Background: an optimization exercise with open tools, aiming at small area and a short achievable clock period. Do not read the settings as production practice.
RTL that was checked went through simulation tests only; none was proved equivalent to the original.
Only the layout flow was run in run 1; the RTL was not checked for function there.
No activity file was given, so power comes from the tool's default toggle rates.

## flow/design.v (module list and top-level ports; edited modules follow where they fit)
// module mac_ctrl: 35 lines
// module mac_mult_stage: 552 lines
// module mac_accumulator: 432 lines
// module mac_top: 53 lines
module mac_top #(
   parameter int A_WIDTH = 18,    
   parameter int B_WIDTH = 18,    
   parameter int P_WIDTH = 48     
) (
   input  logic                      clk,
   input  logic                      rst_n,
   input  logic signed [A_WIDTH-1:0] data_a,
   input  logic signed [B_WIDTH-1:0] data_b,
   input  mac_pkg::mac_op_e          op,
   input  logic                      activate_mac,   
   output logic signed [P_WIDTH-1:0] data_p,
   output logic                      p_valid
);
  // ...
==> flow/flow/run.sh <==
#!/bin/bash
# The standard layout with three changes:
#  - Yosys's coarse 'synth' calls run with -noabc, so that extract_fa sees the
#    full and half adders as the RTL writes them (the later ABC mapping pass is
#    unchanged);
#  - the port buffers are buf_2 cells (buffer_ports -buffer_cell);
#  - timing repair aims at a setup margin of 6.5 ns.
# The SDC (clock period, I/O delays, loads) is the standard flow's, unchanged. Each make
# step's log stays under orfs/logs; make's own output goes to flow_make.log.
set -euo pipefail
grep -q '^proc synth {args} { yosys synth -nofsm -noshare {\*}$args }' synth_recipe.tcl
sed 's/yosys synth -nofsm -noshare /yosys synth -nofsm -noshare -noabc /' synth_recipe.tcl > synth_noabc.tcl
bash standard.sh SYNTH_SCRIPT=$PWD/synth_noabc.tcl SETUP_SLACK_MARGIN=6.5 \
  "BUFFER_PORTS_ARGS=-buffer_cell sky130_fd_sc_hd__buf_2" finish > flow_make.log 2>&1
==> flow/standard.sh <==
#!/bin/bash
# synth_recipe.tcl (not shown) runs the flow's synth.tcl, then flattens the netlist and writes it again
# the make line also repeats each setting of config.mk as NAME=value (left out here)
make -C /OpenROAD-flow-scripts/flow DESIGN_CONFIG=/design/flow/config.mk WORK_HOME=/design/flow/orfs CLKGATE_MAP_FILE= SYNTH_SCRIPT=/design/flow/synth_recipe.tcl "${@:-finish}"
==> flow/config.mk <==
export PLATFORM = sky130hd
export DESIGN_NAME = mac_top
export DESIGN_NICKNAME = mac_top
export VERILOG_FILES = /design/flow/design.v
export SDC_FILE = /design/flow/constraint.sdc
export NUM_CORES = 4
export LEC_CHECK = 0
export CAP_MARGIN = 20
export CORE_MARGIN = 2
export CORE_UTILIZATION = 40
export SLEW_MARGIN = 20
==> flow/constraint.sdc <==
create_clock -name core_clock -period 10.0 [get_ports {clk}]
set_input_delay 2.0000 -clock core_clock [delete_from_list [all_inputs] [get_ports {clk}]]
set_output_delay 2.0000 -clock core_clock [all_outputs]
set_load 0.01 [all_outputs]
==> flow_summary_export.csv, run 1 <==
group,metric,value,unit
worst_setup_path,critPathSlowestCell,"fa_1",
clock_network,cts_sinks,168,
clock_network,cts_resized,123,
power_and_ir_drop,seq_cell_power,1.21,mW
sta,slew_violations,0,
finish,multi_input_area_share,58.3,%
power_and_ir_drop,ir_drop,0.151,mV
yosys,synth_top_family_by_area,"adder cells",
yosys,yosys.area_share.simple,6.31,%
yosys,syn-num-nets,1488,
worst_setup_path,worst_r2r_path_depth,12,
worst_setup_path,crit_start,"u_ctrl.clr2_q",
finish,multiInputGateArea,9520,sq um
drt,wl_met1,16200,um
worst_setup_path,path_cells,"buf_12, nor2b_1, fa_1, ha_4, a211oi_1, o21ai_1, a211oi_4, nor3_4, a211o_1, a221o_1, fa_2, xor2_1",
floorplanning,core.rowCount,67,
worst_setup_path,crit_cells,12,
global_route,grtUsageMet1,28.7,%
drt,met3_length,2700,um
finish,sh_seq_area,26.2,%
worst_setup_path,cp_num_buf_inv,1,
global_route,grt_pass1_wl,56000,um
floorplanning,die_x,189,um
placed_design,placed_area,14300,sq um
status,status,"timing/DRC/antenna clean",
drt,detail_route.vias_per_cell,5.44,
sta,min_period_over_period,35.9,%
sta,fin_ws,6.41,ns
yosys,synth_cells,1198,
global_route,use_met3,4.84,%
global_route,gr-max-usage-layer,"met2",
global_route,globalRouteMet2Util,30.6,%
sta,slew_headroom,37.9,%
==> module mac_accumulator, before the edit <==
module mac_accumulator #(
   parameter int P_WIDTH = 48
) (
   input  logic               clk,
   input  logic               rst_n,
   input  logic               clr,        
   input  logic               valid,      
   input  logic [P_WIDTH-1:0] row0,
   input  logic [P_WIDTH-1:0] row1,
   output logic [P_WIDTH-1:0] data_p,
   output logic               p_valid
);
   logic [P_WIDTH-1:0] p_q;
   logic [P_WIDTH-1:0] x;
   logic [P_WIDTH-1:0] sa, sb;
   logic [P_WIDTH-1:0] p_next;
   logic               valid_q;
   assign x = p_q & ~{P_WIDTH{clr}};
   logic a1, a2, a3, a4, a5, a6, a7, a8, a9, a10, a11, a12;
   logic a13, a14, a15, a16, a17, a18, a19, a20, a21, a22, a23, a24;
   logic a25, a26, a27, a28, a29, a30, a31, a32, a33, a34, a35, a36;
   logic a37, a38, a39, a40, a41, a42, a43, a44, a45, a46, a47, a48;
   logic a49, a50, a51, a52, a53, a54, a55, a56, a57, a58, a59, a60;
   logic a61, a62, a63, a64, a65, a66, a67, a68, a69, a70, a71, a72;
   logic a73, a74, a75, a76, a77, a78, a79, a80, a81, a82, a83, a84;
   logic a85, a86, a87, a88, a89, a90, a91, a92, a93, a94, a95, a96;
   assign a1 = x[0] ^ row0[0] ^ row1[0];
   assign a2 = (x[0] & row0[0]) | (x[0] & row1[0]) | (row0[0] & row1[0]);
   assign a3 = x[1] ^ row0[1];
   assign a4 = x[1] & row0[1];
   assign a5 = x[2] ^ row0[2] ^ row1[2];
   assign a6 = (x[2] & row0[2]) | (x[2] & row1[2]) | (row0[2] & row1[2]);
   assign a7 = x[3] ^ row0[3] ^ row1[3];
   assign a8 = (x[3] & row0[3]) | (x[3] & row1[3]) | (row0[3] & row1[3]);
   assign a9 = x[4] ^ row0[4] ^ row1[4];
   assign a10 = (x[4] & row0[4]) | (x[4] & row1[4]) | (row0[4] & row1[4]);
   assign a11 = x[5] ^ row0[5] ^ row1[5];
   assign a12 = (x[5] & row0[5]) | (x[5] & row1[5]) | (row0[5] & row1[5]);
   assign a13 = x[6] ^ row0[6] ^ row1[6];
   assign a14 = (x[6] & row0[6]) | (x[6] & row1[6]) | (row0[6] & row1[6]);
   assign a15 = x[7] ^ row0[7] ^ row1[7];
   assign a16 = (x[7] & row0[7]) | (x[7] & row1[7]) | (row0[7] & row1[7]);
   assign a17 = x[8] ^ row0[8] ^ row1[8];
   assign a18 = (x[8] & row0[8]) | (x[8] & row1[8]) | (row0[8] & row1[8]);
   assign a19 = x[9] ^ row0[9] ^ row1[9];
   assign a20 = (x[9] & row0[9]) | (x[9] & row1[9]) | (row0[9] & row1[9]);
   assign a21 = x[10] ^ row0[10] ^ row1[10];
   assign a22 = (x[10] & row0[10]) | (x[10] & row1[10]) | (row0[10] & row1[10]);
   assign a23 = x[11] ^ row0[11] ^ row1[11];
   assign a24 = (x[11] & row0[11]) | (x[11] & row1[11]) | (row0[11] & row1[11]);
   assign a25 = x[12] ^ row0[12] ^ row1[12];
   assign a26 = (x[12] & row0[12]) | (x[12] & row1[12]) | (row0[12] & row1[12]);
   assign a27 = x[13] ^ row0[13] ^ row1[13];
   assign a28 = (x[13] & row0[13]) | (x[13] & row1[13]) | (row0[13] & row1[13]);
   assign a29 = x[14] ^ row0[14] ^ row1[14];
   assign a30 = (x[14] & row0[14]) | (x[14] & row1[14]) | (row0[14] & row1[14]);
   assign a31 = x[15] ^ row0[15] ^ row1[15];
   assign a32 = (x[15] & row0[15]) | (x[15] & row1[15]) | (row0[15] & row1[15]);
   assign a33 = x[16] ^ row0[16] ^ row1[16];
   assign a34 = (x[16] & row0[16]) | (x[16] & row1[16]) | (row0[16] & row1[16]);
   assign a35 = x[17] ^ row0[17] ^ row1[17];
   assign a36 = (x[17] & row0[17]) | (x[17] & row1[17]) | (row0[17] & row1[17]);
   assign a37 = x[18] ^ row0[18] ^ row1[18];
   assign a38 = (x[18] & row0[18]) | (x[18] & row1[18]) | (row0[18] & row1[18]);
   assign a39 = x[19] ^ row0[19] ^ row1[19];
   assign a40 = (x[19] & row0[19]) | (x[19] & row1[19]) | (row0[19] & row1[19]);
   assign a41 = x[20] ^ row0[20] ^ row1[20];
   assign a42 = (x[20] & row0[20]) | (x[20] & row1[20]) | (row0[20] & row1[20]);
   assign a43 = x[21] ^ row0[21] ^ row1[21];
   assign a44 = (x[21] & row0[21]) | (x[21] & row1[21]) | (row0[21] & row1[21]);
   assign a45 = x[22] ^ row0[22] ^ row1[22];
   assign a46 = (x[22] & row0[22]) | (x[22] & row1[22]) | (row0[22] & row1[22]);
   assign a47 = x[23] ^ row0[23] ^ row1[23];
   assign a48 = (x[23] & row0[23]) | (x[23] & row1[23]) | (row0[23] & row1[23]);
   assign a49 = x[24] ^ row0[24] ^ row1[24];
   assign a50 = (x[24] & row0[24]) | (x[24] & row1[24]) | (row0[24] & row1[24]);
   assign a51 = x[25] ^ row0[25] ^ row1[25];
   assign a52 = (x[25] & row0[25]) | (x[25] & row1[25]) | (row0[25] & row1[25]);
   assign a53 = x[26] ^ row0[26] ^ row1[26];
   assign a54 = (x[26] & row0[26]) | (x[26] & row1[26]) | (row0[26] & row1[26]);
   assign a55 = x[27] ^ row0[27] ^ row1[27];
   assign a56 = (x[27] & row0[27]) | (x[27] & row1[27]) | (row0[27] & row1[27]);
   assign a57 = x[28] ^ row0[28] ^ row1[28];
   assign a58 = (x[28] & row0[28]) | (x[28] & row1[28]) | (row0[28] & row1[28]);
   assign a59 = x[29] ^ row0[29] ^ row1[29];
   assign a60 = (x[29] & row0[29]) | (x[29] & row1[29]) | (row0[29] & row1[29]);
   assign a61 = x[30] ^ row0[30] ^ row1[30];
   assign a62 = (x[30] & row0[30]) | (x[30] & row1[30]) | (row0[30] & row1[30]);
   assign a63 = x[31] ^ row0[31] ^ row1[31];
   assign a64 = (x[31] & row0[31]) | (x[31] & row1[31]) | (row0[31] & row1[31]);
   assign a65 = x[32] ^ row0[32] ^ row1[32];
   assign a66 = (x[32] & row0[32]) | (x[32] & row1[32]) | (row0[32] & row1[32]);
   assign a67 = x[33] ^ row0[33] ^ row1[33];
   assign a68 = (x[33] & row0[33]) | (x[33] & row1[33]) | (row0[33] & row1[33]);
   assign a69 = x[34] ^ row0[34] ^ row1[34];
   assign a70 = (x[34] & row0[34]) | (x[34] & row1[34]) | (row0[34] & row1[34]);
   assign a71 = x[35] ^ 1'b1;
   assign a72 = x[35] & 1'b1;
   assign a73 = x[36] ^ 1'b1;
   assign a74 = x[36] & 1'b1;
   assign a75 = x[37] ^ 1'b1;
   assign a76 = x[37] & 1'b1;
   assign a77 = x[38] ^ 1'b1;
   assign a78 = x[38] & 1'b1;
   assign a79 = x[39] ^ 1'b1;
   assign a80 = x[39] & 1'b1;
   assign a81 = x[40] ^ 1'b1;
   assign a82 = x[40] & 1'b1;
   assign a83 = x[41] ^ 1'b1;
   assign a84 = x[41] & 1'b1;
   assign a85 = x[42] ^ 1'b1;
   assign a86 = x[42] & 1'b1;
   assign a87 = x[43] ^ 1'b1;
   assign a88 = x[43] & 1'b1;
   assign a89 = x[44] ^ 1'b1;
   assign a90 = x[44] & 1'b1;
   assign a91 = x[45] ^ 1'b1;
   assign a92 = x[45] & 1'b1;
   assign a93 = x[46] ^ 1'b1;
   assign a94 = x[46] & 1'b1;
   assign a95 = x[47] ^ 1'b1;
   assign a96 = x[47] & 1'b1;
   assign sa = {a95, a93, a91, a89, a87, a85, a83, a81, a79, a77, a75, a73, a71, a69, a67, a65, a63, a61, a59, a57, a55, a53, a51, a49, a47, a45, a43, a41, a39, a37, a35, a33, a31, a29, a27, a25, a23, a21, a19, a17, a15, a13, a11, a9, a7, a5, a3, a1};
   assign sb = {a94, a92, a90, a88, a86, a84, a82, a80, a78, a76, a74, a72, a70, a68, a66, a64, a62, a60, a58, a56, a54, a52, a50, a48, a46, a44, a42, a40, a38, a36, a34, a32, a30, a28, a26, a24, a22, a20, a18, a16, a14, a12, a10, a8, a6, a4, a2, 1'b0};
   logic kG1, kP1, kG2, kP2, kG3, kP3, kG4, kP4, kG5, kP5, kG6, kP6;
   logic kG7, kP7, kG8, kP8, kG9, kP9, kG10, kP10, kG11, kP11, kG12, kP12;
   logic kG13, kP13, kG14, kP14, kG15, kP15, kG16, kP16, kG17, kP17, kG18, kP18;
   logic kG19, kP19, kG20, kP20, kG21, kP21, kG22, kP22, kG23, kP23, kG24, kP24;
   logic kG25, kG26, kP26, kG27, kP27, kG28, kP28, kG29, kP29, kG30, kP30, kG31;
   logic kP31, kG32, kP32, kG33, kP33, kG34, kP34, kG35, kP35, kG36, kP36, kG37;
   logic kP37, kG38, kP38, kG39, kP39, kG40, kP40, kG41, kP41, kG42, kP42, kG43;
   logic kP43, kG44, kP44, kG45, kP45, kG46, kP46, kG47, kP47, kG48, kG49, kG50;
   logic kP50, kG51, kP51, kG52, kP52, kG53, kP53, kG54, kP54, kG55, kP55, kG56;
   logic kP56, kG57, kP57, kG58, kP58, kG59, kP59, kG60, kP60, kG61, kP61, kG62;
   logic kP62, kG63, kP63, kG64, kP64, kG65, kP65, kG66, kP66, kG67, kP67, kG68;
   logic kP68, kG69, kP69, kG70, kG71, kG72, kG73, kG74, kP74, kG75, kP75, kG76;
   logic kP76, kG77, kP77, kG78, kP78, kG79, kP79, kG80, kP80, kG81, kP81, kG82;
   logic kP82, kG83, kP83, kG84, kP84, kG85, kP85, kG86, kP86, kG87, kP87, kG88;
   logic kP88, kG89, kP89, kG90, kG91, kG92, kG93, kG94, kG95, kG96, kG97, kG98;
   logic kP98, kG99, kP99, kG100, kP100, kG101, kP101, kG102, kP102, kG103, kP103, kG104;
   logic kP104, kG105, kP105, kG106, kG107, kG108, kG109, kG110, kG111, kG112, kG113, kG114;
   logic kG115, kG116, kG117, kG118, kG119, kG120, kG121, kG122, kG123, kG124, kG125, kG126;
   logic kG127, kG128, kG129, kG130, kG131, kG132, kG133, kG134, kG135, kG136;
   logic [P_WIDTH-1:0] kg, kp;
   assign kg = sa & sb;
   assign kp = sa ^ sb;
   assign kG1 = kg[1] | (kp[1] & kg[0]);
   assign kP1 = kp[1] & kp[0];
   assign kG2 = kg[3] | (kp[3] & kg[2]);
   assign kP2 = kp[3] & kp[2];
   assign kG3 = kg[5] | (kp[5] & kg[4]);
   assign kP3 = kp[5] & kp[4];
   assign kG4 = kg[7] | (kp[7] & kg[6]);
   assign kP4 = kp[7] & kp[6];
   assign kG5 = kg[9] | (kp[9] & kg[8]);
   assign kP5 = kp[9] & kp[8];
   assign kG6 = kg[11] | (kp[11] & kg[10]);
   assign kP6 = kp[11] & kp[10];
   assign kG7 = kg[13] | (kp[13] & kg[12]);
   assign kP7 = kp[13] & kp[12];
   assign kG8 = kg[15] | (kp[15] & kg[14]);
   assign kP8 = kp[15] & kp[14];
   assign kG9 = kg[17] | (kp[17] & kg[16]);
   assign kP9 = kp[17] & kp[16];
   assign kG10 = kg[19] | (kp[19] & kg[18]);
   assign kP10 = kp[19] & kp[18];
   assign kG11 = kg[21] | (kp[21] & kg[20]);
   assign kP11 = kp[21] & kp[20];
   assign kG12 = kg[23] | (kp[23] & kg[22]);
   assign kP12 = kp[23] & kp[22];
   assign kG13 = kg[25] | (kp[25] & kg[24]);
   assign kP13 = kp[25] & kp[24];
   assign kG14 = kg[27] | (kp[27] & kg[26]);
   assign kP14 = kp[27] & kp[26];
   assign kG15 = kg[29] | (kp[29] & kg[28]);
   assign kP15 = kp[29] & kp[28];
   assign kG16 = kg[31] | (kp[31] & kg[30]);
   assign kP16 = kp[31] & kp[30];
   assign kG17 = kg[33] | (kp[33] & kg[32]);
   assign kP17 = kp[33] & kp[32];
   assign kG18 = kg[35] | (kp[35] & kg[34]);
   assign kP18 = kp[35] & kp[34];
   assign kG19 = kg[37] | (kp[37] & kg[36]);
   assign kP19 = kp[37] & kp[36];
   assign kG20 = kg[39] | (kp[39] & kg[38]);
   assign kP20 = kp[39] & kp[38];
   assign kG21 = kg[41] | (kp[41] & kg[40]);
   assign kP21 = kp[41] & kp[40];
   assign kG22 = kg[43] | (kp[43] & kg[42]);
   assign kP22 = kp[43] & kp[42];
   assign kG23 = kg[45] | (kp[45] & kg[44]);
   assign kP23 = kp[45] & kp[44];
   assign kG24 = kg[47] | (kp[47] & kg[46]);
   assign kP24 = kp[47] & kp[46];
   assign kG25 = kG2 | (kP2 & kG1);
   assign kG26 = kG3 | (kP3 & kG2);
   assign kP26 = kP3 & kP2;
   assign kG27 = kG4 | (kP4 & kG3);
   assign kP27 = kP4 & kP3;
   assign kG28 = kG5 | (kP5 & kG4);
   assign kP28 = kP5 & kP4;
   assign kG29 = kG6 | (kP6 & kG5);
   assign kP29 = kP6 & kP5;
   assign kG30 = kG7 | (kP7 & kG6);
   assign kP30 = kP7 & kP6;
   assign kG31 = kG8 | (kP8 & kG7);
   assign kP31 = kP8 & kP7;
   assign kG32 = kG9 | (kP9 & kG8);
   assign kP32 = kP9 & kP8;
   assign kG33 = kG10 | (kP10 & kG9);
   assign kP33 = kP10 & kP9;
   assign kG34 = kG11 | (kP11 & kG10);
   assign kP34 = kP11 & kP10;
   assign kG35 = kG12 | (kP12 & kG11);
   assign kP35 = kP12 & kP11;
   assign kG36 = kG13 | (kP13 & kG12);
   assign kP36 = kP13 & kP12;
   assign kG37 = kG14 | (kP14 & kG13);
   assign kP37 = kP14 & kP13;
   assign kG38 = kG15 | (kP15 & kG14);
   assign kP38 = kP15 & kP14;
   assign kG39 = kG16 | (kP16 & kG15);
   assign kP39 = kP16 & kP15;
   assign kG40 = kG17 | (kP17 & kG16);
   assign kP40 = kP17 & kP16;
   assign kG41 = kG18 | (kP18 & kG17);
   assign kP41 = kP18 & kP17;
   assign kG42 = kG19 | (kP19 & kG18);
   assign kP42 = kP19 & kP18;
   assign kG43 = kG20 | (kP20 & kG19);
   assign kP43 = kP20 & kP19;
   assign kG44 = kG21 | (kP21 & kG20);
   assign kP44 = kP21 & kP20;
   assign kG45 = kG22 | (kP22 & kG21);
   assign kP45 = kP22 & kP21;
   assign kG46 = kG23 | (kP23 & kG22);
   assign kP46 = kP23 & kP22;
   assign kG47 = kG24 | (kP24 & kG23);
   assign kP47 = kP24 & kP23;
   assign kG48 = kG26 | (kP26 & kG1);
   assign kG49 = kG27 | (kP27 & kG25);
   assign kG50 = kG28 | (kP28 & kG26);
   assign kP50 = kP28 & kP26;
   assign kG51 = kG29 | (kP29 & kG27);
   assign kP51 = kP29 & kP27;
   assign kG52 = kG30 | (kP30 & kG28);
   assign kP52 = kP30 & kP28;
   assign kG53 = kG31 | (kP31 & kG29);
   assign kP53 = kP31 & kP29;
   assign kG54 = kG32 | (kP32 & kG30);
   assign kP54 = kP32 & kP30;
   assign kG55 = kG33 | (kP33 & kG31);
   assign kP55 = kP33 & kP31;
   assign kG56 = kG34 | (kP34 & kG32);
   assign kP56 = kP34 & kP32;
   assign kG57 = kG35 | (kP35 & kG33);
   assign kP57 = kP35 & kP33;
   assign kG58 = kG36 | (kP36 & kG34);
   assign kP58 = kP36 & kP34;
   assign kG59 = kG37 | (kP37 & kG35);
   assign kP59 = kP37 & kP35;
   assign kG60 = kG38 | (kP38 & kG36);
   assign kP60 = kP38 & kP36;
   assign kG61 = kG39 | (kP39 & kG37);
   assign kP61 = kP39 & kP37;
   assign kG62 = kG40 | (kP40 & kG38);
   assign kP62 = kP40 & kP38;
   assign kG63 = kG41 | (kP41 & kG39);
   assign kP63 = kP41 & kP39;
   assign kG64 = kG42 | (kP42 & kG40);
   assign kP64 = kP42 & kP40;
   assign kG65 = kG43 | (kP43 & kG41);
   assign kP65 = kP43 & kP41;
   assign kG66 = kG44 | (kP44 & kG42);
   assign kP66 = kP44 & kP42;
   assign kG67 = kG45 | (kP45 & kG43);
   assign kP67 = kP45 & kP43;
   assign kG68 = kG46 | (kP46 & kG44);
   assign kP68 = kP46 & kP44;
   assign kG69 = kG47 | (kP47 & kG45);
   assign kP69 = kP47 & kP45;
   assign kG70 = kG50 | (kP50 & kG1);
   assign kG71 = kG51 | (kP51 & kG25);
   assign kG72 = kG52 | (kP52 & kG48);
   assign kG73 = kG53 | (kP53 & kG49);
   assign kG74 = kG54 | (kP54 & kG50);
   assign kP74 = kP54 & kP50;
   assign kG75 = kG55 | (kP55 & kG51);
   assign kP75 = kP55 & kP51;
   assign kG76 = kG56 | (kP56 & kG52);
   assign kP76 = kP56 & kP52;
   assign kG77 = kG57 | (kP57 & kG53);
   assign kP77 = kP57 & kP53;
   assign kG78 = kG58 | (kP58 & kG54);
   assign kP78 = kP58 & kP54;
   assign kG79 = kG59 | (kP59 & kG55);
   assign kP79 = kP59 & kP55;
   assign kG80 = kG60 | (kP60 & kG56);
   assign kP80 = kP60 & kP56;
   assign kG81 = kG61 | (kP61 & kG57);
   assign kP81 = kP61 & kP57;
   assign kG82 = kG62 | (kP62 & kG58);
   assign kP82 = kP62 & kP58;
   assign kG83 = kG63 | (kP63 & kG59);
   assign kP83 = kP63 & kP59;
   assign kG84 = kG64 | (kP64 & kG60);
   assign kP84 = kP64 & kP60;
   assign kG85 = kG65 | (kP65 & kG61);
   assign kP85 = kP65 & kP61;
   assign kG86 = kG66 | (kP66 & kG62);
   assign kP86 = kP66 & kP62;
   assign kG87 = kG67 | (kP67 & kG63);
   assign kP87 = kP67 & kP63;
   assign kG88 = kG68 | (kP68 & kG64);
   assign kP88 = kP68 & kP64;
   assign kG89 = kG69 | (kP69 & kG65);
   assign kP89 = kP69 & kP65;
   assign kG90 = kG74 | (kP74 & kG1);
   assign kG91 = kG75 | (kP75 & kG25);
   assign kG92 = kG76 | (kP76 & kG48);
   assign kG93 = kG77 | (kP77 & kG49);
   assign kG94 = kG78 | (kP78 & kG70);
   assign kG95 = kG79 | (kP79 & kG71);
   assign kG96 = kG80 | (kP80 & kG72);
   assign kG97 = kG81 | (kP81 & kG73);
   assign kG98 = kG82 | (kP82 & kG74);
   assign kP98 = kP82 & kP74;
   assign kG99 = kG83 | (kP83 & kG75);
   assign kP99 = kP83 & kP75;
   assign kG100 = kG84 | (kP84 & kG76);
   assign kP100 = kP84 & kP76;
   assign kG101 = kG85 | (kP85 & kG77);
   assign kP101 = kP85 & kP77;
   assign kG102 = kG86 | (kP86 & kG78);
   assign kP102 = kP86 & kP78;
   assign kG103 = kG87 | (kP87 & kG79);
   assign kP103 = kP87 & kP79;
   assign kG104 = kG88 | (kP88 & kG80);
   assign kP104 = kP88 & kP80;
   assign kG105 = kG89 | (kP89 & kG81);
   assign kP105 = kP89 & kP81;
   assign kG106 = kG98 | (kP98 & kG1);
   assign kG107 = kG99 | (kP99 & kG25);
   assign kG108 = kG100 | (kP100 & kG48);
   assign kG109 = kG101 | (kP101 & kG49);
   assign kG110 = kG102 | (kP102 & kG70);
   assign kG111 = kG103 | (kP103 & kG71);
   assign kG112 = kG104 | (kP104 & kG72);
   assign kG113 = kG105 | (kP105 & kG73);
   assign kG114 = kg[2] | (kp[2] & kG1);
   assign kG115 = kg[4] | (kp[4] & kG25);
   assign kG116 = kg[6] | (kp[6] & kG48);
   assign kG117 = kg[8] | (kp[8] & kG49);
   assign kG118 = kg[10] | (kp[10] & kG70);
   assign kG119 = kg[12] | (kp[12] & kG71);
   assign kG120 = kg[14] | (kp[14] & kG72);
   assign kG121 = kg[16] | (kp[16] & kG73);
   assign kG122 = kg[18] | (kp[18] & kG90);
   assign kG123 = kg[20] | (kp[20] & kG91);
   assign kG124 = kg[22] | (kp[22] & kG92);
   assign kG125 = kg[24] | (kp[24] & kG93);
   assign kG126 = kg[26] | (kp[26] & kG94);
   assign kG127 = kg[28] | (kp[28] & kG95);
   assign kG128 = kg[30] | (kp[30] & kG96);
   assign kG129 = kg[32] | (kp[32] & kG97);
   assign kG130 = kg[34] | (kp[34] & kG106);
   assign kG131 = kg[36] | (kp[36] & kG107);
   assign kG132 = kg[38] | (kp[38] & kG108);
   assign kG133 = kg[40] | (kp[40] & kG109);
   assign kG134 = kg[42] | (kp[42] & kG110);
   assign kG135 = kg[44] | (kp[44] & kG111);
   assign kG136 = kg[46] | (kp[46] & kG112);
   assign p_next[0] = kp[0];
   assign p_next[1] = kp[1] ^ kg[0];
   assign p_next[2] = kp[2] ^ kG1;
   assign p_next[3] = kp[3] ^ kG114;
   assign p_next[4] = kp[4] ^ kG25;
   assign p_next[5] = kp[5] ^ kG115;
   assign p_next[6] = kp[6] ^ kG48;
   assign p_next[7] = kp[7] ^ kG116;
   assign p_next[8] = kp[8] ^ kG49;
   assign p_next[9] = kp[9] ^ kG117;
   assign p_next[10] = kp[10] ^ kG70;
   assign p_next[11] = kp[11] ^ kG118;
   assign p_next[12] = kp[12] ^ kG71;
   assign p_next[13] = kp[13] ^ kG119;
   assign p_next[14] = kp[14] ^ kG72;
   assign p_next[15] = kp[15] ^ kG120;
   assign p_next[16] = kp[16] ^ kG73;
   assign p_next[17] = kp[17] ^ kG121;
   assign p_next[18] = kp[18] ^ kG90;
   assign p_next[19] = kp[19] ^ kG122;
   assign p_next[20] = kp[20] ^ kG91;
   assign p_next[21] = kp[21] ^ kG123;
   assign p_next[22] = kp[22] ^ kG92;
   assign p_next[23] = kp[23] ^ kG124;
   assign p_next[24] = kp[24] ^ kG93;
   assign p_next[25] = kp[25] ^ kG125;
   assign p_next[26] = kp[26] ^ kG94;
   assign p_next[27] = kp[27] ^ kG126;
   assign p_next[28] = kp[28] ^ kG95;
   assign p_next[29] = kp[29] ^ kG127;
   assign p_next[30] = kp[30] ^ kG96;
   assign p_next[31] = kp[31] ^ kG128;
   assign p_next[32] = kp[32] ^ kG97;
   assign p_next[33] = kp[33] ^ kG129;
   assign p_next[34] = kp[34] ^ kG106;
   assign p_next[35] = kp[35] ^ kG130;
   assign p_next[36] = kp[36] ^ kG107;
   assign p_next[37] = kp[37] ^ kG131;
   assign p_next[38] = kp[38] ^ kG108;
   assign p_next[39] = kp[39] ^ kG132;
   assign p_next[40] = kp[40] ^ kG109;
   assign p_next[41] = kp[41] ^ kG133;
   assign p_next[42] = kp[42] ^ kG110;
   assign p_next[43] = kp[43] ^ kG134;
   assign p_next[44] = kp[44] ^ kG111;
   assign p_next[45] = kp[45] ^ kG135;
   assign p_next[46] = kp[46] ^ kG112;
   assign p_next[47] = kp[47] ^ kG136;
   always_ff @(posedge clk or negedge rst_n) begin
      if (!rst_n) begin
         p_q     <= '0;
         valid_q <= 1'b0;
      end else begin
         p_q     <= p_next;
         valid_q <= valid;
      end
   end
   assign data_p  = p_q;
   assign p_valid = valid_q;
endmodule
==> inputs of run 2 (changes only) <==
--- a/flow/design.v
+++ b/flow/design.v
@@ -727,21 +727,20 @@
    assign sb = {a94, a92, a90, a88, a86, a84, a82, a80, a78, a76, a74, a72, a70, a68, a66, a64, a62, a60, a58, a56, a54, a52, a50, a48, a46, a44, a42, a40, a38, a36, a34, a32, a30, a28, a26, a24, a22, a20, a18, a16, a14, a12, a10, a8, a6, a4, a2, 1'b0};
-   logic kG1, kP1, kG2, kP2, kG3, kP3, kG4, kP4, kG5, kP5, kG6, kP6;
-   logic kG7, kP7, kG8, kP8, kG9, kP9, kG10, kP10, kG11, kP11, kG12, kP12;
-   logic kG13, kP13, kG14, kP14, kG15, kP15, kG16, kP16, kG17, kP17, kG18, kP18;
-   logic kG19, kP19, kG20, kP20, kG21, kP21, kG22, kP22, kG23, kP23, kG24, kP24;
-   logic kG25, kG26, kP26, kG27, kP27, kG28, kP28, kG29, kP29, kG30, kP30, kG31;
-   logic kP31, kG32, kP32, kG33, kP33, kG34, kP34, kG35, kP35, kG36, kP36, kG37;
-   logic kP37, kG38, kP38, kG39, kP39, kG40, kP40, kG41, kP41, kG42, kP42, kG43;
-   logic kP43, kG44, kP44, kG45, kP45, kG46, kP46, kG47, kP47, kG48, kG49, kG50;
-   logic kP50, kG51, kP51, kG52, kP52, kG53, kP53, kG54, kP54, kG55, kP55, kG56;
-   logic kP56, kG57, kP57, kG58, kP58, kG59, kP59, kG60, kP60, kG61, kP61, kG62;
-   logic kP62, kG63, kP63, kG64, kP64, kG65, kP65, kG66, kP66, kG67, kP67, kG68;
-   logic kP68, kG69, kP69, kG70, kG71, kG72, kG73, kG74, kP74, kG75, kP75, kG76;
-   logic kP76, kG77, kP77, kG78, kP78, kG79, kP79, kG80, kP80, kG81, kP81, kG82;
-   logic kP82, kG83, kP83, kG84, kP84, kG85, kP85, kG86, kP86, kG87, kP87, kG88;
-   logic kP88, kG89, kP89, kG90, kG91, kG92, kG93, kG94, kG95, kG96, kG97, kG98;
-   logic kP98, kG99, kP99, kG100, kP100, kG101, kP101, kG102, kP102, kG103, kP103, kG104;
-   logic kP104, kG105, kP105, kG106, kG107, kG108, kG109, kG110, kG111, kG112, kG113, kG114;
-   logic kG115, kG116, kG117, kG118, kG119, kG120, kG121, kG122, kG123, kG124, kG125, kG126;
-   logic kG127, kG128, kG129, kG130, kG131, kG132, kG133, kG134, kG135, kG136;
+   logic kG1, kG2, kP2, kG3, kP3, kG4, kP4, kG5, kP5, kG6, kP6, kG7;
+   logic kP7, kG8, kP8, kG9, kP9, kG10, kP10, kG11, kP11, kG12, kP12, kG13;
+   logic kP13, kG14, kP14, kG15, kP15, kG16, kP16, kG17, kP17, kG18, kP18, kG19;
+   logic kP19, kG20, kP20, kG21, kP21, kG22, kP22, kG23, kP23, kG24, kP24, kG25;
+   logic kG26, kG27, kP27, kG28, kP28, kG29, kP29, kG30, kP30, kG31, kP31, kG32;
+   logic kP32, kG33, kP33, kG34, kP34, kG35, kP35, kG36, kP36, kG37, kP37, kG38;
+   logic kP38, kG39, kP39, kG40, kP40, kG41, kP41, kG42, kP42, kG43, kP43, kG44;
+   logic kP44, kG45, kP45, kG46, kP46, kG47, kP47, kG48, kP48, kG49, kG50, kG51;
+   logic kG52, kG53, kP53, kG54, kP54, kG55, kP55, kG56, kP56, kG57, kP57, kG58;
+   logic kP58, kG59, kP59, kG60, kP60, kG61, kP61, kG62, kP62, kG63, kP63, kG64;
+   logic kP64, kG65, kP65, kG66, kP66, kG67, kP67, kG68, kP68, kG69, kP69, kG70;
+   logic kP70, kG71, kP71, kG72, kP72, kG73, kG74, kG75, kG76, kG77, kG78, kG79;
+   logic kG80, kG81, kP81, kG82, kP82, kG83, kP83, kG84, kP84, kG85, kP85, kG86;
+   logic kP86, kG87, kP87, kG88, kP88, kG89, kP89, kG90, kP90, kG91, kP91, kG92;
+   logic kP92, kG93, kP93, kG94, kP94, kG95, kP95, kG96, kP96, kG97, kG98, kG99;
+   logic kG100, kG101, kG102, kG103, kG104, kG105, kG106, kG107, kG108, kG109, kG110, kG111;
+   logic kG112, kG113, kG114, kG115, kG116, kG117, kG118, kG119, kG120, kG121, kG122, kG123;
+   logic kG124, kG125, kG126, kG127, kG128;
    logic [P_WIDTH-1:0] kg, kp;
@@ -750,3 +749,2 @@
    assign kG1 = kg[1] | (kp[1] & kg[0]);
-   assign kP1 = kp[1] & kp[0];
    assign kG2 = kg[3] | (kp[3] & kg[2]);
@@ -797,180 +795,164 @@
    assign kP24 = kp[47] & kp[46];
-   assign kG25 = kG2 | (kP2 & kG1);
-   assign kG26 = kG3 | (kP3 & kG2);
-   assign kP26 = kP3 & kP2;
-   assign kG27 = kG4 | (kP4 & kG3);
-   assign kP27 = kP4 & kP3;
-   assign kG28 = kG5 | (kP5 & kG4);
-   assign kP28 = kP5 & kP4;
-   assign kG29 = kG6 | (kP6 & kG5);
-   assign kP29 = kP6 & kP5;
-   assign kG30 = kG7 | (kP7 & kG6);
-   assign kP30 = kP7 & kP6;
-   assign kG31 = kG8 | (kP8 & kG7);
-   assign kP31 = kP8 & kP7;
-   assign kG32 = kG9 | (kP9 & kG8);
-   assign kP32 = kP9 & kP8;
-   assign kG33 = kG10 | (kP10 & kG9);
-   assign kP33 = kP10 & kP9;
-   assign kG34 = kG11 | (kP11 & kG10);
-   assign kP34 = kP11 & kP10;
-   assign kG35 = kG12 | (kP12 & kG11);
-   assign kP35 = kP12 & kP11;
-   assign kG36 = kG13 | (kP13 & kG12);
-   assign kP36 = kP13 & kP12;
-   assign kG37 = kG14 | (kP14 & kG13);
-   assign kP37 = kP14 & kP13;
-   assign kG38 = kG15 | (kP15 & kG14);
-   assign kP38 = kP15 & kP14;
-   assign kG39 = kG16 | (kP16 & kG15);
-   assign kP39 = kP16 & kP15;
-   assign kG40 = kG17 | (kP17 & kG16);
-   assign kP40 = kP17 & kP16;
-   assign kG41 = kG18 | (kP18 & kG17);
-   assign kP41 = kP18 & kP17;
-   assign kG42 = kG19 | (kP19 & kG18);
-   assign kP42 = kP19 & kP18;
-   assign kG43 = kG20 | (kP20 & kG19);
-   assign kP43 = kP20 & kP19;
-   assign kG44 = kG21 | (kP21 & kG20);
-   assign kP44 = kP21 & kP20;
-   assign kG45 = kG22 | (kP22 & kG21);
-   assign kP45 = kP22 & kP21;
-   assign kG46 = kG23 | (kP23 & kG22);
-   assign kP46 = kP23 & kP22;
-   assign kG47 = kG24 | (kP24 & kG23);
-   assign kP47 = kP24 & kP23;
-   assign kG48 = kG26 | (kP26 & kG1);
-   assign kG49 = kG27 | (kP27 & kG25);
-   assign kG50 = kG28 | (kP28 & kG26);
-   assign kP50 = kP28 & kP26;
-   assign kG51 = kG29 | (kP29 & kG27);
-   assign kP51 = kP29 & kP27;
-   assign kG52 = kG30 | (kP30 & kG28);
-   assign kP52 = kP30 & kP28;
-   assign kG53 = kG31 | (kP31 & kG29);
-   assign kP53 = kP31 & kP29;
-   assign kG54 = kG32 | (kP32 & kG30);
-   assign kP54 = kP32 & kP30;
-   assign kG55 = kG33 | (kP33 & kG31);
-   assign kP55 = kP33 & kP31;
-   assign kG56 = kG34 | (kP34 & kG32);
-   assign kP56 = kP34 & kP32;
-   assign kG57 = kG35 | (kP35 & kG33);
-   assign kP57 = kP35 & kP33;
-   assign kG58 = kG36 | (kP36 & kG34);
-   assign kP58 = kP36 & kP34;
-   assign kG59 = kG37 | (kP37 & kG35);
-   assign kP59 = kP37 & kP35;
-   assign kG60 = kG38 | (kP38 & kG36);
-   assign kP60 = kP38 & kP36;
-   assign kG61 = kG39 | (kP39 & kG37);
-   assign kP61 = kP39 & kP37;
-   assign kG62 = kG40 | (kP40 & kG38);
-   assign kP62 = kP40 & kP38;
-   assign kG63 = kG41 | (kP41 & kG39);
-   assign kP63 = kP41 & kP39;
-   assign kG64 = kG42 | (kP42 & kG40);
-   assign kP64 = kP42 & kP40;
-   assign kG65 = kG43 | (kP43 & kG41);
-   assign kP65 = kP43 & kP41;
-   assign kG66 = kG44 | (kP44 & kG42);
-   assign kP66 = kP44 & kP42;
-   assign kG67 = kG45 | (kP45 & kG43);
-   assign kP67 = kP45 & kP43;
-   assign kG68 = kG46 | (kP46 & kG44);
-   assign kP68 = kP46 & kP44;
-   assign kG69 = kG47 | (kP47 & kG45);
-   assign kP69 = kP47 & kP45;
-   assign kG70 = kG50 | (kP50 & kG1);
-   assign kG71 = kG51 | (kP51 & kG25);
-   assign kG72 = kG52 | (kP52 & kG48);
-   assign kG73 = kG53 | (kP53 & kG49);
-   assign kG74 = kG54 | (kP54 & kG50);
-   assign kP74 = kP54 & kP50;
-   assign kG75 = kG55 | (kP55 & kG51);
-   assign kP75 = kP55 & kP51;
-   assign kG76 = kG56 | (kP56 & kG52);
-   assign kP76 = kP56 & kP52;
-   assign kG77 = kG57 | (kP57 & kG53);
-   assign kP77 = kP57 & kP53;
-   assign kG78 = kG58 | (kP58 & kG54);
-   assign kP78 = kP58 & kP54;
-   assign kG79 = kG59 | (kP59 & kG55);
-   assign kP79 = kP59 & kP55;
-   assign kG80 = kG60 | (kP60 & kG56);
-   assign kP80 = kP60 & kP56;
-   assign kG81 = kG61 | (kP61 & kG57);
-   assign kP81 = kP61 & kP57;
-   assign kG82 = kG62 | (kP62 & kG58);
-   assign kP82 = kP62 & kP58;
-   assign kG83 = kG63 | (kP63 & kG59);
-   assign kP83 = kP63 & kP59;
-   assign kG84 = kG64 | (kP64 & kG60);
-   assign kP84 = kP64 & kP60;
-   assign kG85 = kG65 | (kP65 & kG61);
-   assign kP85 = kP65 & kP61;
-   assign kG86 = kG66 | (kP66 & kG62);
-   assign kP86 = kP66 & kP62;
-   assign kG87 = kG67 | (kP67 & kG63);
-   assign kP87 = kP67 & kP63;
-   assign kG88 = kG68 | (kP68 & kG64);
-   assign kP88 = kP68 & kP64;
-   assign kG89 = kG69 | (kP69 & kG65);
-   assign kP89 = kP69 & kP65;
-   assign kG90 = kG74 | (kP74 & kG1);
-   assign kG91 = kG75 | (kP75 & kG25);
-   assign kG92 = kG76 | (kP76 & kG48);
-   assign kG93 = kG77 | (kP77 & kG49);
-   assign kG94 = kG78 | (kP78 & kG70);
-   assign kG95 = kG79 | (kP79 & kG71);
-   assign kG96 = kG80 | (kP80 & kG72);
-   assign kG97 = kG81 | (kP81 & kG73);
-   assign kG98 = kG82 | (kP82 & kG74);
-   assign kP98 = kP82 & kP74;
-   assign kG99 = kG83 | (kP83 & kG75);
-   assign kP99 = kP83 & kP75;
-   assign kG100 = kG84 | (kP84 & kG76);
-   assign kP100 = kP84 & kP76;
-   assign kG101 = kG85 | (kP85 & kG77);
-   assign kP101 = kP85 & kP77;
-   assign kG102 = kG86 | (kP86 & kG78);
-   assign kP102 = kP86 & kP78;
-   assign kG103 = kG87 | (kP87 & kG79);
-   assign kP103 = kP87 & kP79;
-   assign kG104 = kG88 | (kP88 & kG80);
-   assign kP104 = kP88 & kP80;
-   assign kG105 = kG89 | (kP89 & kG81);
-   assign kP105 = kP89 & kP81;
-   assign kG106 = kG98 | (kP98 & kG1);
-   assign kG107 = kG99 | (kP99 & kG25);
-   assign kG108 = kG100 | (kP100 & kG48);
-   assign kG109 = kG101 | (kP101 & kG49);
-   assign kG110 = kG102 | (kP102 & kG70);
-   assign kG111 = kG103 | (kP103 & kG71);
-   assign kG112 = kG104 | (kP104 & kG72);
-   assign kG113 = kG105 | (kP105 & kG73);
-   assign kG114 = kg[2] | (kp[2] & kG1);
-   assign kG115 = kg[4] | (kp[4] & kG25);
-   assign kG116 = kg[6] | (kp[6] & kG48);
-   assign kG117 = kg[8] | (kp[8] & kG49);
-   assign kG118 = kg[10] | (kp[10] & kG70);
-   assign kG119 = kg[12] | (kp[12] & kG71);
-   assign kG120 = kg[14] | (kp[14] & kG72);
-   assign kG121 = kg[16] | (kp[16] & kG73);
-   assign kG122 = kg[18] | (kp[18] & kG90);
-   assign kG123 = kg[20] | (kp[20] & kG91);
-   assign kG124 = kg[22] | (kp[22] & kG92);
-   assign kG125 = kg[24] | (kp[24] & kG93);
-   assign kG126 = kg[26] | (kp[26] & kG94);
-   assign kG127 = kg[28] | (kp[28] & kG95);
-   assign kG128 = kg[30] | (kp[30] & kG96);
-   assign kG129 = kg[32] | (kp[32] & kG97);
-   assign kG130 = kg[34] | (kp[34] & kG106);
-   assign kG131 = kg[36] | (kp[36] & kG107);
-   assign kG132 = kg[38] | (kp[38] & kG108);
-   assign kG133 = kg[40] | (kp[40] & kG109);
-   assign kG134 = kg[42] | (kp[42] & kG110);
-   assign kG135 = kg[44] | (kp[44] & kG111);
-   assign kG136 = kg[46] | (kp[46] & kG112);
+   assign kG25 = kg[2] | (kp[2] & kG1);
+   assign kG26 = kG2 | (kP2 & kG1);
+   assign kG27 = kg[6] | (kp[6] & kG3);
+   assign kP27 = kp[6] & kP3;
+   assign kG28 = kG4 | (kP4 & kG3);
+   assign kP28 = kP4 & kP3;
+   assign kG29 = kg[10] | (kp[10] & kG5);
+   assign kP29 = kp[10] & kP5;
+   assign kG30 = kG6 | (kP6 & kG5);
+   assign kP30 = kP6 & kP5;
+   assign kG31 = kg[14] | (kp[14] & kG7);
+   assign kP31 = kp[14] & kP7;
+   assign kG32 = kG8 | (kP8 & kG7);
+   assign kP32 = kP8 & kP7;
+   assign kG33 = kg[18] | (kp[18] & kG9);
+   assign kP33 = kp[18] & kP9;
+   assign kG34 = kG10 | (kP10 & kG9);
+   assign kP34 = kP10 & kP9;
+   assign kG35 = kg[22] | (kp[22] & kG11);
+   assign kP35 = kp[22] & kP11;
+   assign kG36 = kG12 | (kP12 & kG11);
+   assign kP36 = kP12 & kP11;
+   assign kG37 = kg[26] | (kp[26] & kG13);
+   assign kP37 = kp[26] & kP13;
+   assign kG38 = kG14 | (kP14 & kG13);
+   assign kP38 = kP14 & kP13;
+   assign kG39 = kg[30] | (kp[30] & kG15);
+   assign kP39 = kp[30] & kP15;
+   assign kG40 = kG16 | (kP16 & kG15);
+   assign kP40 = kP16 & kP15;
+   assign kG41 = kg[34] | (kp[34] & kG17);
+   assign kP41 = kp[34] & kP17;
+   assign kG42 = kG18 | (kP18 & kG17);
+   assign kP42 = kP18 & kP17;
+   assign kG43 = kg[38] | (kp[38] & kG19);
+   assign kP43 = kp[38] & kP19;
+   assign kG44 = kG20 | (kP20 & kG19);
+   assign kP44 = kP20 & kP19;
+   assign kG45 = kg[42] | (kp[42] & kG21);
+   assign kP45 = kp[42] & kP21;
+   assign kG46 = kG22 | (kP22 & kG21);
+   assign kP46 = kP22 & kP21;
+   assign kG47 = kg[46] | (kp[46] & kG23);
+   assign kP47 = kp[46] & kP23;
+   assign kG48 = kG24 | (kP24 & kG23);
+   assign kP48 = kP24 & kP23;
+   assign kG49 = kg[4] | (kp[4] & kG26);
+   assign kG50 = kG3 | (kP3 & kG26);
+   assign kG51 = kG27 | (kP27 & kG26);
+   assign kG52 = kG28 | (kP28 & kG26);
+   assign kG53 = kg[12] | (kp[12] & kG30);
+   assign kP53 = kp[12] & kP30;
+   assign kG54 = kG7 | (kP7 & kG30);
+   assign kP54 = kP7 & kP30;
+   assign kG55 = kG31 | (kP31 & kG30);
+   assign kP55 = kP31 & kP30;
+   assign kG56 = kG32 | (kP32 & kG30);
+   assign kP56 = kP32 & kP30;
+   assign kG57 = kg[20] | (kp[20] & kG34);
+   assign kP57 = kp[20] & kP34;
+   assign kG58 = kG11 | (kP11 & kG34);
+   assign kP58 = kP11 & kP34;
+   assign kG59 = kG35 | (kP35 & kG34);
+   assign kP59 = kP35 & kP34;
+   assign kG60 = kG36 | (kP36 & kG34);
+   assign kP60 = kP36 & kP34;
+   assign kG61 = kg[28] | (kp[28] & kG38);
+   assign kP61 = kp[28] & kP38;
+   assign kG62 = kG15 | (kP15 & kG38);
+   assign kP62 = kP15 & kP38;
+   assign kG63 = kG39 | (kP39 & kG38);
+   assign kP63 = kP39 & kP38;
+   assign kG64 = kG40 | (kP40 & kG38);
+   assign kP64 = kP40 & kP38;
+   assign kG65 = kg[36] | (kp[36] & kG42);
+   assign kP65 = kp[36] & kP42;
+   assign kG66 = kG19 | (kP19 & kG42);
+   assign kP66 = kP19 & kP42;
+   assign kG67 = kG43 | (kP43 & kG42);
+   assign kP67 = kP43 & kP42;
+   assign kG68 = kG44 | (kP44 & kG42);
+   assign kP68 = kP44 & kP42;
+   assign kG69 = kg[44] | (kp[44] & kG46);
+   assign kP69 = kp[44] & kP46;
+   assign kG70 = kG23 | (kP23 & kG46);
+   assign kP70 = kP23 & kP46;
+   assign kG71 = kG47 | (kP47 & kG46);
+   assign kP71 = kP47 & kP46;
+   assign kG72 = kG48 | (kP48 & kG46);
+   assign kP72 = kP48 & kP46;
+   assign kG73 = kg[8] | (kp[8] & kG52);
+   assign kG74 = kG5 | (kP5 & kG52);
+   assign kG75 = kG29 | (kP29 & kG52);
+   assign kG76 = kG30 | (kP30 & kG52);
+   assign kG77 = kG53 | (kP53 & kG52);
+   assign kG78 = kG54 | (kP54 & kG52);
+   assign kG79 = kG55 | (kP55 & kG52);
+   assign kG80 = kG56 | (kP56 & kG52);
+   assign kG81 = kg[24] | (kp[24] & kG60);
+   assign kP81 = kp[24] & kP60;
+   assign kG82 = kG13 | (kP13 & kG60);
+   assign kP82 = kP13 & kP60;
+   assign kG83 = kG37 | (kP37 & kG60);
+   assign kP83 = kP37 & kP60;
+   assign kG84 = kG38 | (kP38 & kG60);
+   assign kP84 = kP38 & kP60;
+   assign kG85 = kG61 | (kP61 & kG60);
+   assign kP85 = kP61 & kP60;
+   assign kG86 = kG62 | (kP62 & kG60);
+   assign kP86 = kP62 & kP60;
+   assign kG87 = kG63 | (kP63 & kG60);
+   assign kP87 = kP63 & kP60;
+   assign kG88 = kG64 | (kP64 & kG60);
+   assign kP88 = kP64 & kP60;
+   assign kG89 = kg[40] | (kp[40] & kG68);
+   assign kP89 = kp[40] & kP68;
+   assign kG90 = kG21 | (kP21 & kG68);
+   assign kP90 = kP21 & kP68;
+   assign kG91 = kG45 | (kP45 & kG68);
+   assign kP91 = kP45 & kP68;
+   assign kG92 = kG46 | (kP46 & kG68);
+   assign kP92 = kP46 & kP68;
+   assign kG93 = kG69 | (kP69 & kG68);
+   assign kP93 = kP69 & kP68;
+   assign kG94 = kG70 | (kP70 & kG68);
+   assign kP94 = kP70 & kP68;
+   assign kG95 = kG71 | (kP71 & kG68);
+   assign kP95 = kP71 & kP68;
+   assign kG96 = kG72 | (kP72 & kG68);
+   assign kP96 = kP72 & kP68;
+   assign kG97 = kg[16] | (kp[16] & kG80);
+   assign kG98 = kG9 | (kP9 & kG80);
+   assign kG99 = kG33 | (kP33 & kG80);
+   assign kG100 = kG34 | (kP34 & kG80);
+   assign kG101 = kG57 | (kP57 & kG80);
+   assign kG102 = kG58 | (kP58 & kG80);
+   assign kG103 = kG59 | (kP59 & kG80);
+   assign kG104 = kG60 | (kP60 & kG80);
+   assign kG105 = kG81 | (kP81 & kG80);
+   assign kG106 = kG82 | (kP82 & kG80);
+   assign kG107 = kG83 | (kP83 & kG80);
+   assign kG108 = kG84 | (kP84 & kG80);
+   assign kG109 = kG85 | (kP85 & kG80);
+   assign kG110 = kG86 | (kP86 & kG80);
+   assign kG111 = kG87 | (kP87 & kG80);
+   assign kG112 = kG88 | (kP88 & kG80);
+   assign kG113 = kg[32] | (kp[32] & kG112);
+   assign kG114 = kG17 | (kP17 & kG112);
+   assign kG115 = kG41 | (kP41 & kG112);
+   assign kG116 = kG42 | (kP42 & kG112);
+   assign kG117 = kG65 | (kP65 & kG112);
+   assign kG118 = kG66 | (kP66 & kG112);
+   assign kG119 = kG67 | (kP67 & kG112);
+   assign kG120 = kG68 | (kP68 & kG112);
+   assign kG121 = kG89 | (kP89 & kG112);
+   assign kG122 = kG90 | (kP90 & kG112);
+   assign kG123 = kG91 | (kP91 & kG112);
+   assign kG124 = kG92 | (kP92 & kG112);
+   assign kG125 = kG93 | (kP93 & kG112);
+   assign kG126 = kG94 | (kP94 & kG112);
+   assign kG127 = kG95 | (kP95 & kG112);
+   assign kG128 = kG96 | (kP96 & kG112);
    assign p_next[0] = kp[0];
@@ -978,47 +960,47 @@
    assign p_next[2] = kp[2] ^ kG1;
-   assign p_next[3] = kp[3] ^ kG114;
-   assign p_next[4] = kp[4] ^ kG25;
-   assign p_next[5] = kp[5] ^ kG115;
-   assign p_next[6] = kp[6] ^ kG48;
-   assign p_next[7] = kp[7] ^ kG116;
-   assign p_next[8] = kp[8] ^ kG49;
-   assign p_next[9] = kp[9] ^ kG117;
-   assign p_next[10] = kp[10] ^ kG70;
-   assign p_next[11] = kp[11] ^ kG118;
-   assign p_next[12] = kp[12] ^ kG71;
-   assign p_next[13] = kp[13] ^ kG119;
-   assign p_next[14] = kp[14] ^ kG72;
-   assign p_next[15] = kp[15] ^ kG120;
-   assign p_next[16] = kp[16] ^ kG73;
-   assign p_next[17] = kp[17] ^ kG121;
-   assign p_next[18] = kp[18] ^ kG90;
-   assign p_next[19] = kp[19] ^ kG122;
-   assign p_next[20] = kp[20] ^ kG91;
-   assign p_next[21] = kp[21] ^ kG123;
-   assign p_next[22] = kp[22] ^ kG92;
-   assign p_next[23] = kp[23] ^ kG124;
-   assign p_next[24] = kp[24] ^ kG93;
-   assign p_next[25] = kp[25] ^ kG125;
-   assign p_next[26] = kp[26] ^ kG94;
-   assign p_next[27] = kp[27] ^ kG126;
-   assign p_next[28] = kp[28] ^ kG95;
-   assign p_next[29] = kp[29] ^ kG127;
-   assign p_next[30] = kp[30] ^ kG96;
-   assign p_next[31] = kp[31] ^ kG128;
-   assign p_next[32] = kp[32] ^ kG97;
-   assign p_next[33] = kp[33] ^ kG129;
-   assign p_next[34] = kp[34] ^ kG106;
-   assign p_next[35] = kp[35] ^ kG130;
-   assign p_next[36] = kp[36] ^ kG107;
-   assign p_next[37] = kp[37] ^ kG131;
-   assign p_next[38] = kp[38] ^ kG108;
-   assign p_next[39] = kp[39] ^ kG132;
-   assign p_next[40] = kp[40] ^ kG109;
-   assign p_next[41] = kp[41] ^ kG133;
-   assign p_next[42] = kp[42] ^ kG110;
-   assign p_next[43] = kp[43] ^ kG134;
-   assign p_next[44] = kp[44] ^ kG111;
-   assign p_next[45] = kp[45] ^ kG135;
-   assign p_next[46] = kp[46] ^ kG112;
-   assign p_next[47] = kp[47] ^ kG136;
+   assign p_next[3] = kp[3] ^ kG25;
+   assign p_next[4] = kp[4] ^ kG26;
+   assign p_next[5] = kp[5] ^ kG49;
+   assign p_next[6] = kp[6] ^ kG50;
+   assign p_next[7] = kp[7] ^ kG51;
+   assign p_next[8] = kp[8] ^ kG52;
+   assign p_next[9] = kp[9] ^ kG73;
+   assign p_next[10] = kp[10] ^ kG74;
+   assign p_next[11] = kp[11] ^ kG75;
+   assign p_next[12] = kp[12] ^ kG76;
+   assign p_next[13] = kp[13] ^ kG77;
+   assign p_next[14] = kp[14] ^ kG78;
+   assign p_next[15] = kp[15] ^ kG79;
+   assign p_next[16] = kp[16] ^ kG80;
+   assign p_next[17] = kp[17] ^ kG97;
+   assign p_next[18] = kp[18] ^ kG98;
+   assign p_next[19] = kp[19] ^ kG99;
+   assign p_next[20] = kp[20] ^ kG100;
+   assign p_next[21] = kp[21] ^ kG101;
+   assign p_next[22] = kp[22] ^ kG102;
+   assign p_next[23] = kp[23] ^ kG103;
+   assign p_next[24] = kp[24] ^ kG104;
+   assign p_next[25] = kp[25] ^ kG105;
+   assign p_next[26] = kp[26] ^ kG106;
+   assign p_next[27] = kp[27] ^ kG107;
+   assign p_next[28] = kp[28] ^ kG108;
+   assign p_next[29] = kp[29] ^ kG109;
+   assign p_next[30] = kp[30] ^ kG110;
+   assign p_next[31] = kp[31] ^ kG111;
+   assign p_next[32] = kp[32] ^ kG112;
+   assign p_next[33] = kp[33] ^ kG113;
+   assign p_next[34] = kp[34] ^ kG114;
+   assign p_next[35] = kp[35] ^ kG115;
+   assign p_next[36] = kp[36] ^ kG116;
+   assign p_next[37] = kp[37] ^ kG117;
+   assign p_next[38] = kp[38] ^ kG118;
+   assign p_next[39] = kp[39] ^ kG119;
+   assign p_next[40] = kp[40] ^ kG120;
+   assign p_next[41] = kp[41] ^ kG121;
+   assign p_next[42] = kp[42] ^ kG122;
+   assign p_next[43] = kp[43] ^ kG123;
+   assign p_next[44] = kp[44] ^ kG124;
+   assign p_next[45] = kp[45] ^ kG125;
+   assign p_next[46] = kp[46] ^ kG126;
+   assign p_next[47] = kp[47] ^ kG127;
    always_ff @(posedge clk or negedge rst_n) begin
--- a/flow/flow/run.sh
+++ b/flow/flow/run.sh
@@ -6,3 +6,3 @@
 #  - the port buffers are buf_2 cells (buffer_ports -buffer_cell);
-#  - timing repair aims at a setup margin of 6.5 ns.
+#  - timing repair aims at a setup margin of 6.8 ns.
 # The SDC (clock period, I/O delays, loads) is the standard flow's, unchanged. Each make
@@ -12,3 +12,3 @@
 sed 's/yosys synth -nofsm -noshare /yosys synth -nofsm -noshare -noabc /' synth_recipe.tcl > synth_noabc.tcl
-bash standard.sh SYNTH_SCRIPT=$PWD/synth_noabc.tcl SETUP_SLACK_MARGIN=6.5 \
+bash standard.sh SYNTH_SCRIPT=$PWD/synth_noabc.tcl SETUP_SLACK_MARGIN=6.8 \
   "BUFFER_PORTS_ARGS=-buffer_cell sky130_fd_sc_hd__buf_2" finish > flow_make.log 2>&1
==> run 2 against run 1 <==
Effect of this change:
- still clean
- cell area up 7.3%
- routed wire length up 2.4%
- global-route usage up 1.0 points
- non-clock buffer count up 60
- fmax up 2.0%
- synthesized cell count about the same
- sequential share of layout area down 1.7 points
- core utilization up 3.8 points
- critical path depth up 1
- highest routed layer unchanged
==> flow_summary_export.csv, run 2 <==
group,metric,value,unit
yosys,synth_cells,1199,
yosys,ys_types,61,
drt,drtAntennaViolNets,0,
drt,wl_per_cell,20.3,um
floorplanning,coreArea,33400,sq um
sta,fin_skew,0.00943,ns
placed_design,gp_congestion,0.855,
yosys,synth_most_common_cell,"xnor2_1",
clock_network,cts-root-buf,"clkbuf_16",
global_route,grt_start_max_net_pins,81,
power_and_ir_drop,finalPower,6.89,mW
placed_design,dp_hpwl,22700,um
placed_design,place_inst,1645,
floorplanning,ios,90,
finish,fill_cells,2906,
sta,fin_setup_tns,0,ns
worst_setup_path,worstPathRequired,10.33,ns
yosys,yosysTopAreaCellShare,25.0,%
power_and_ir_drop,powerDensity,394,nW/um^2
clock_network,clk_pin_slew,0.07,ns
clock_network,cts_buffers,17,
drt,detail_route.vias_per_cell,5.41,
sta,slew_violations,0,
global_route,grt_pass1_vias,10320,
placed_design,io_buffers,89,
finish,stdcell_count,1803,
sta,fmax,0.284,GHz
run,maxCapViolations,0,
clock_network,cts_tree,"yes",
yosys,synth_edf_count,0,
finish,syn_to_final_growth,29.6,%
worst_setup_path,start_kind,"flip-flop",
yosys,synth_area_leaders,"dfrtp_1 (25%), fa_1 (22%), xnor2_1 (12%), a22oi_1 (8.5%), ha_1 (7.5%)",
yosys,ys_seq_area_share,30.6,%
clock_network,worstSkewPairLatency,0.46,ns
clock_network,cts_htree_levels,4,
power_and_ir_drop,leakage,7.09,nW
floorplanning,core.rowCount,67,
yosys,synthFlopType,"dfrtp_1",
sta,finalCriticalPeriod,3.52,ns
worst_setup_path,crit_path_end_kind,"flip-flop",
yosys,synthTopCellsByCount,"xnor2_1 (178), a22oi_1 (153), fa_1 (151)",
finish,fin_util,52.5,%
floorplanning,die_area,35200,sq um
yosys,synth_top_cell_by_area,"dfrtp_1",
worst_setup_path,crit_type,"reg2reg",
sta,min_period_over_period,35.2,%
floorplanning,start_util,40.5,%
global_route,antenna_found_initial,0,
sta,slew_headroom,36.9,%
worst_setup_path,cp.arrival,3.85,ns
min_path,holdCritPathClass,"reg2reg",
yosys,yosys_warnings,3,
yosys,ys_seq_elements,168,
placed_design,dpl_worst_slack,5.78,ns
sta,rsz0062_at_grt,"true",
finish,layout-drive-gt1-share,42.4,%
sta,finalHoldViolCount,0,
sta,fin_ws,6.48,ns
finish,largest_reg_flops,48,
yosys,ys_async_sr_fraction,89.3,%
global_route,grt_usage,21.2,%
placed_design,placed_area,14500,sq um
global_route,globalRoute.totalOverflow,0,
finish,antenna_cells,0,
finish,max_flop_register,"u_acc.p_q",
drt,vias,9750,
clock_network,cts.path.max_buffers,2,
finish,final_cell_mix,"xnor2_1 (157), dfrtp_1 (112), a22oi_1 (100)",
finish,largest_registers,"u_acc.p_q x48, u_mult.r0_q x35, u_mult.r1_q x34",
sta,setup_viol,0,
sta,worst_pin_slew,0.946,ns
drt,first_pass_iters,5,
sta,hold_slack,0.352,ns
drt,first_iter_violations,755,
yosys,synth_area,13500,sq um
finish,final_area,17500,sq um
clock_network,cts_sinks,168,
power_and_ir_drop,ir_drop,0.179,mV
status,status,"timing/DRC/antenna clean",
worst_setup_path,critPathMaxFanout,12,
finish,final_common_cell,"xnor2_1",
global_route,grt_pass1_wl,58100,um
drt,drc_errors,0,
yosys,syn-num-nets,1472,
floorplanning,die_x,188,um
yosys,synth_area_per_cell,11.3,sq um
floorplanning,dieHeight,188,um
drt,wl,36600,um
finish,nNetsFinal,1615,
## run 2: cell count changes after synthesis, moves of 9 or more
cell	previous run	this run
fa_1	169	151
clkbuf_1	58	72
xnor2_1	164	178
nor2_1	31	41
o21ai_0	29	19
buf_2	9	0
## run 2: path summary, 6_finish.rpt
path                            startpoint         endpoint  depth (start not counted)  slack, ns
max                          u_ctrl.clr2_q    u_acc.p_q[33]                         13       6.48
min in group asynchronous            rst_n  u_mult.neg_q[0]                          1       1.59
max in group asynchronous            rst_n    u_ctrl.clr2_q                          2       7.27
min reg2reg                u_ctrl.valid2_q    u_acc.valid_q                          0       0.35
max reg2reg                  u_ctrl.clr2_q    u_acc.p_q[33]                         13       6.48
min                        u_ctrl.valid2_q    u_acc.valid_q                          0       0.35
## run 2: layout make-up
type	instances	area (sq um)	share of cell area, %
clock buffer	18	429	2.45
clock inverter	14	131	0.751
inverter	52	195	1.12
multi-input combinational	880	10200	58.2
sequential	168	4280	24.4
tap	448	561	3.20
timing repair buffer	223	1720	9.84
## run 2: cell families (layout without fill, tap and decap cells)
logic type / count (synthesis) / count (layout) / share of synthesized area, %
flip-flops: 168 / 168 / 30.6
buffers and inverters: 151 / 307 / 4.20
AND/OR/NAND/NOR: 169 / 169 / 6.99
XOR/XNOR: 222 / 222 / 14.4
adder cells (fa/ha/maj): 232 / 232 / 29.9
AO/OA/AOI/OAI: 257 / 257 / 13.9
## run 2: timing repair
item,in CTS,in global routing
gates resized for setup,247,85
pin swaps,147,97
endpoints found under the hold margin,0,0
hold buffers,0,0
setup buffers,93,32
gates cloned,1,0
setup endpoints to repair,77,120
## run 2: routing by layer
metal / global-route usage (%) / wire (um) / vias up
li1: - / - / 4365
met4: 7.21 / 760 / 0
met1: 29.2 / 16300 / 4979
met2: 33.2 / 17000 / 342
met5: 0 / 0 / -
met3: 4.70 / 2500 / 64
## run 2: power breakdown
part	internal, mW	leakage [nW]	total [mW]	switching (mW)
Combinational	2.52	4.87	5.04	2.51
Sequential	1.02	1.94	1.21	0.191
Clock	0.329	0.271	0.645	0.316
## run 2: worst max-delay path: stages (launching register included)
cell and delay (ns):
dfrtp_4 0.51, buf_8 0.18, nor2b_2 0.14, fa_1 0.47, ha_4 0.27, a211oi_4 0.27, o21bai_4 0.12, a2111oi_4 0.39
o32ai_4 0.17, buf_4 0.18, nor2_2 0.10, inv_1 0.07, fa_2 0.36, xor2_1 0.16

static timing again, ports no longer ideal:
How much do the figures lean on ideal ports? The routed layouts below were timed once more, with nothing changed but the port constraints.
Step 1 sets driving cells, clkbuf_16 on the clock port and buf_2 on the other inputs (assumed; they add their load-dependent delay and slew).
Step 2 times the ports against the registers' clock, not the clock port: input delays grow and output delays shrink by t, the midpoint of the rising clock arrivals with the driver on.
Slacks: ideal / step 1 / step 2; pairs: ideal / step 1.
run | shift t [ns] | setup WS [ns] | worst hold slack (ns) | pins driven straight from the clock port
run 1 | 0.483 | 6.411 / 6.411 / 6.411 | 0.350 / 0.350 / 0.350 | 1
run 2 | 0.508 | 6.480 / 6.480 / 6.480 | 0.352 / 0.352 / 0.352 | 1
After both steps every run listed still meets setup and hold.
